Background: an optimization exercise with open tools, aiming at small area and a short achievable clock period. Do not read the settings as production practice. At most, simulation tests tie the RTL to the original design; equivalence was not proved.

==> flow/design.v <==
module md_unit #(
    parameter int MUL_LAT = 5,
    parameter int DIV_LAT = 10
) (
    input  logic        clk,
    input  logic        resetn,
    input  logic        start,
    input  logic        valid,
    input  logic [2:0]  op,
    input  logic [31:0] A,
    input  logic [31:0] B,
    output logic        busy,
    output logic [31:0] HI,
    output logic [31:0] LO
);
    logic        busy_q;
    logic [3:0]  cnt_q;
    logic        isdiv_q;    
    logic        sgn_q;      
    logic        first_q;    
    logic        last_q;     
    logic        ybit_q;     
    logic        negq_q;     
    logic        negr_q;     
    logic        sb_q;       
    logic [31:0] hi_q, lo_q;
    logic [31:0] m_q;        
    logic [31:0] sh_q;       
    logic [34:0] acc_q;      
    logic fire, last;
    assign fire = start & valid & ~busy_q;
    assign last = busy_q & last_q;
    logic wr_hi, wr_lo;
    assign wr_hi = last | (start & valid & ~busy_q & op[2] & ~op[1] & ~op[0]);
    assign wr_lo = last | (start & valid & ~busy_q & op[2] & ~op[1] & op[0]);
    function automatic logic [35:0] rca35(input logic [34:0] a, input logic [34:0] b,
                                          input logic ci);
        logic c;
        logic [35:0] o;
        c = ci;
        for (int j = 0; j < 35; j++) begin
            o[j] = a[j] ^ b[j] ^ c;
            c    = (a[j] & b[j]) | (c & (a[j] ^ b[j]));
        end
        o[35] = c;
        rca35 = o;
    endfunction
    function automatic logic [36:0] bk_carry(input logic [35:0] g_in, input logic [35:0] p_in,
                                             input logic ci);
        logic [35:0] g, p;
        logic [36:0] c;
        g = g_in; p = p_in;
        g[0] = g[0] | (p[0] & ci);
        for (int l = 0; l < 6; l++)
            for (int j = 0; j < 36; j++)
                if ((j % (2 << l)) == (2 << l) - 1) begin
                    g[j] = g[j] | (p[j] & g[j - (1 << l)]);
                    p[j] = p[j] & p[j - (1 << l)];
                end
        for (int l = 4; l >= 0; l--)
            for (int j = 0; j < 36; j++)
                if (j >= (3 << l) - 1 && ((j + 1) % (2 << l)) == (1 << l)) begin
                    g[j] = g[j] | (p[j] & g[j - (1 << l)]);
                    p[j] = p[j] & p[j - (1 << l)];
                end
        c[0] = ci;
        for (int j = 0; j < 36; j++) c[j+1] = g[j];
        bk_carry = c;
    endfunction
    function automatic logic [31:0] cneg(input logic [31:0] x, input logic n);
        logic m;
        logic [31:0] o;
        m = 1'b0;
        for (int j = 0; j < 32; j++) begin
            o[j] = x[j] ^ m;
            m    = m | (n & x[j]);
        end
        cneg = o;
    endfunction
    logic [34:0] mx, mx2;
    assign mx  = {{3{sb_q}}, m_q};
    assign mx2 = {mx[33:0], 1'b0};
    function automatic logic [35:0] brow(input logic [34:0] acc, input logic [2:0] dig,
                                         input logic [34:0] x1, input logic [34:0] x2);
        logic one, two, neg;
        logic [34:0] pp;
        one = dig[0] ^ dig[1];
        two = (dig == 3'b011) | (dig == 3'b100);
        neg = dig[2] & ~(dig[1] & dig[0]);
        pp  = ((x1 & {35{one}}) | (x2 & {35{two}})) ^ {35{neg}};
        brow = rca35(acc, pp, neg);
    endfunction
    logic [34:0] macc [0:4];
    logic [31:0] msh  [0:4];
    logic        myb  [0:4];
    logic [35:0] mfix;
    always_comb begin
        macc[0] = acc_q;
        msh[0]  = sh_q;
        myb[0]  = ybit_q;
        mfix    = '0;
        for (int k = 0; k < 4; k++) begin
            logic [35:0] s;
            logic [2:0]  dig;
            dig = {msh[k][1:0], myb[k]};
            if (k == 0 && last_q)
                dig = {2'b00, ~sgn_q & ybit_q};
            s         = brow(macc[k], dig, mx, mx2);
            if (k == 0)
                mfix = s;
            macc[k+1] = {{2{s[34]}}, s[34:2]};
            msh[k+1]  = {s[1:0], msh[k][31:2]};
            myb[k+1]  = msh[k][1];
        end
    end
    logic        sa, sb;
    logic [31:0] absa;
    logic [32:0] dneg;       
    logic        dcin;
    assign sa   = sgn_q & sh_q[31];
    assign sb   = sb_q;
    assign absa = cneg(sh_q, sa);
    assign dneg = {1'b1, m_q};
    assign dcin = ~sb;
    logic top1, dz, d1, d2, d3;
    assign top1 = &m_q[31:2];
    assign dz = top1 & ~sb & (m_q[1:0] == 2'd3);
    assign d1 = top1 & (m_q[1:0] == (sb ? 2'd3 : 2'd2));
    assign d2 = top1 & (m_q[1:0] == (sb ? 2'd2 : 2'd1));
    assign d3 = top1 & (m_q[1:0] == (sb ? 2'd1 : 2'd0));
    logic       q31, q30;
    logic       r1;
    logic [1:0] rr2, r2;
    always_comb begin
        q31 = dz | (d1 & absa[31]);
        r1  = absa[31] & ~d1;
        rr2 = {r1, absa[30]};
        q30 = dz | (d1 & (rr2 >= 2'd1)) | (d2 & (rr2 >= 2'd2)) | (d3 & (rr2 == 2'd3));
        r2  = dz ? rr2 : d1 ? (rr2 - 2'd1) & {2{q30}} | rr2 & {2{~q30}} :
              d2 ? (q30 ? rr2 - 2'd2 : rr2) : d3 ? (q30 ? 2'd0 : rr2) : rr2;
    end
    logic [31:0] drem [0:3];
    logic [2:0]  dq;
    logic [2:0]  dbit;
    assign drem[0] = acc_q[31:0] | {30'd0, r2 & {2{first_q}}};
    assign dbit    = first_q ? absa[29:27] : sh_q[31:29];
    always_comb begin
        for (int k = 0; k < 3; k++) begin
            logic [32:0] rr;
            logic [33:0] t;
            logic [36:0] cy;
            rr        = {drem[k], dbit[2-k]};
            cy        = bk_carry({3'd0, rr & dneg}, {3'd0, rr ^ dneg}, dcin);
            t         = {cy[33], rr ^ dneg ^ cy[32:0]};
            dq[2-k]   = t[33];
            drem[k+1] = t[33] ? t[31:0] : rr[31:0];
        end
    end
    logic [31:0] quo;
    assign quo = {sh_q[28:0], dq};
    logic [31:0] res_hi, res_lo;
    always_comb begin
        if (isdiv_q) begin
            res_hi = cneg(drem[3], negr_q);
            res_lo = cneg(quo, negq_q);
        end else begin
            res_hi = mfix[31:0];
            res_lo = sh_q;
        end
    end
    always_ff @(posedge clk or negedge resetn) begin
        if (!resetn) begin
            busy_q <= 1'b0;
            hi_q   <= '0;
            lo_q   <= '0;
        end else begin
            if (fire & ~op[2])
                busy_q <= 1'b1;
            else if (last)
                busy_q <= 1'b0;
            if (wr_hi) hi_q <= last ? res_hi : A;
            if (wr_lo) lo_q <= last ? res_lo : A;
        end
    end
    always_ff @(posedge clk) begin
        if (!busy_q) begin
            cnt_q   <= op[1] ? 4'd9 : 4'd4;
            isdiv_q <= op[1];
            sgn_q   <= ~op[0];
            first_q <= 1'b1;
            last_q  <= 1'b0;
            m_q     <= B ^ {32{op[1] & ~(~op[0] & B[31])}};
            sb_q    <= ~op[0] & B[31];
            sh_q    <= A;
            acc_q   <= '0;
            ybit_q  <= 1'b0;
        end else begin
            cnt_q   <= cnt_q - 4'd1;
            first_q <= 1'b0;
            last_q  <= (cnt_q == 4'd1);
            if (first_q) begin
                negq_q <= (sa ^ sb) & ~dz;
                negr_q <= sa;
            end
            if (!isdiv_q) begin
                acc_q  <= macc[4];
                sh_q   <= msh[4];
                ybit_q <= myb[4];
            end else begin
                acc_q <= {3'd0, drem[3]};
                sh_q  <= first_q ? {absa[26:0], q31, q30, dq} : {sh_q[28:0], dq};
            end
        end
    end
    assign busy = busy_q;
    assign HI   = hi_q;
    assign LO   = lo_q;
endmodule
clock: 110.0 ns
lec_check: 0
abc_area: 1
cap_margin: 60
core_margin: 2
core_utilization: 65
place_density: 0.75
slew_margin: 60
buffer_ports_args: -buffer_cell sky130_fd_sc_hd__buf_2
cts_args: -sink_clustering_enable -repair_clock_nets -dont_use_dummy_load
standard.sh (not shown) runs the stock make flow with config.mk's settings and CLKGATE_MAP_FILE= SYNTH_SCRIPT=/design/flow/synth_recipe.tcl, a recipe that flattens the netlist after the stock synthesis.
==> flow/flow/run.sh <==
#!/bin/bash
set -euo pipefail
cat >> config.mk <<'EOF'
export BUFFER_PORTS_ARGS = -buffer_cell sky130_fd_sc_hd__buf_2
export CTS_ARGS = -sink_clustering_enable -repair_clock_nets -dont_use_dummy_load
EOF
bash standard.sh > standard.log 2>&1
Then changed:
--- a/flow/design.v
+++ b/flow/design.v
@@ -31,7 +31,4 @@
     assign fire = start & valid & ~busy_q;
     assign last = busy_q & last_q;
-    logic wr_hi, wr_lo;
-    assign wr_hi = last | (start & valid & ~busy_q & op[2] & ~op[1] & ~op[0]);
-    assign wr_lo = last | (start & valid & ~busy_q & op[2] & ~op[1] & op[0]);
     function automatic logic [35:0] rca35(input logic [34:0] a, input logic [34:0] b,
                                           input logic ci);
@@ -179,6 +176,12 @@
             else if (last)
                 busy_q <= 1'b0;
-            if (wr_hi) hi_q <= last ? res_hi : A;
-            if (wr_lo) lo_q <= last ? res_lo : A;
+            if (last) begin
+                hi_q <= res_hi;
+                lo_q <= res_lo;
+            end else if (fire & (op == 3'd4)) begin
+                hi_q <= A;
+            end else if (fire & (op == 3'd5)) begin
+                lo_q <= A;
+            end
         end
     end
After rerunning: The new run finished with timing, DRC and antenna clean; wire length decreases by 3.5%; area after synthesis decreases by 0.64%; design area hardly moves; die area decreases by 0.63%; flip-flop and latch count stays the same; worst setup slack gains 0.77 ns.
Only the layout flow was run in the first run of this note; the RTL was not checked for function there.

re-timing with driven ports:
The flow's constraints put no driver on any port. The routed layouts listed below were extracted and timed again, unchanged, in two steps.
Step 1, drivers: a clkbuf_16 drives clk and a buf_2 each remaining input, both assumed.
Step 2 also shifts input and output timing later by t, the mid clock arrival at the registers, as if the neighbouring blocks saw the same clock.
Three values: ideal ports, drivers, drivers and shift; two values: the first two.
run | t, ns | setup WS [ns] | worst setup path at the end
the first run | 0.504 | 86.082 / 86.115 / 85.611 | input to register
the second run | 0.516 | 86.849 / 86.823 / 86.370 | input to register
After both steps every run listed still meets setup and hold. The setup slack of the second run, which loses most, moves by -0.026 ns with the drivers and by -0.479 ns with both steps.
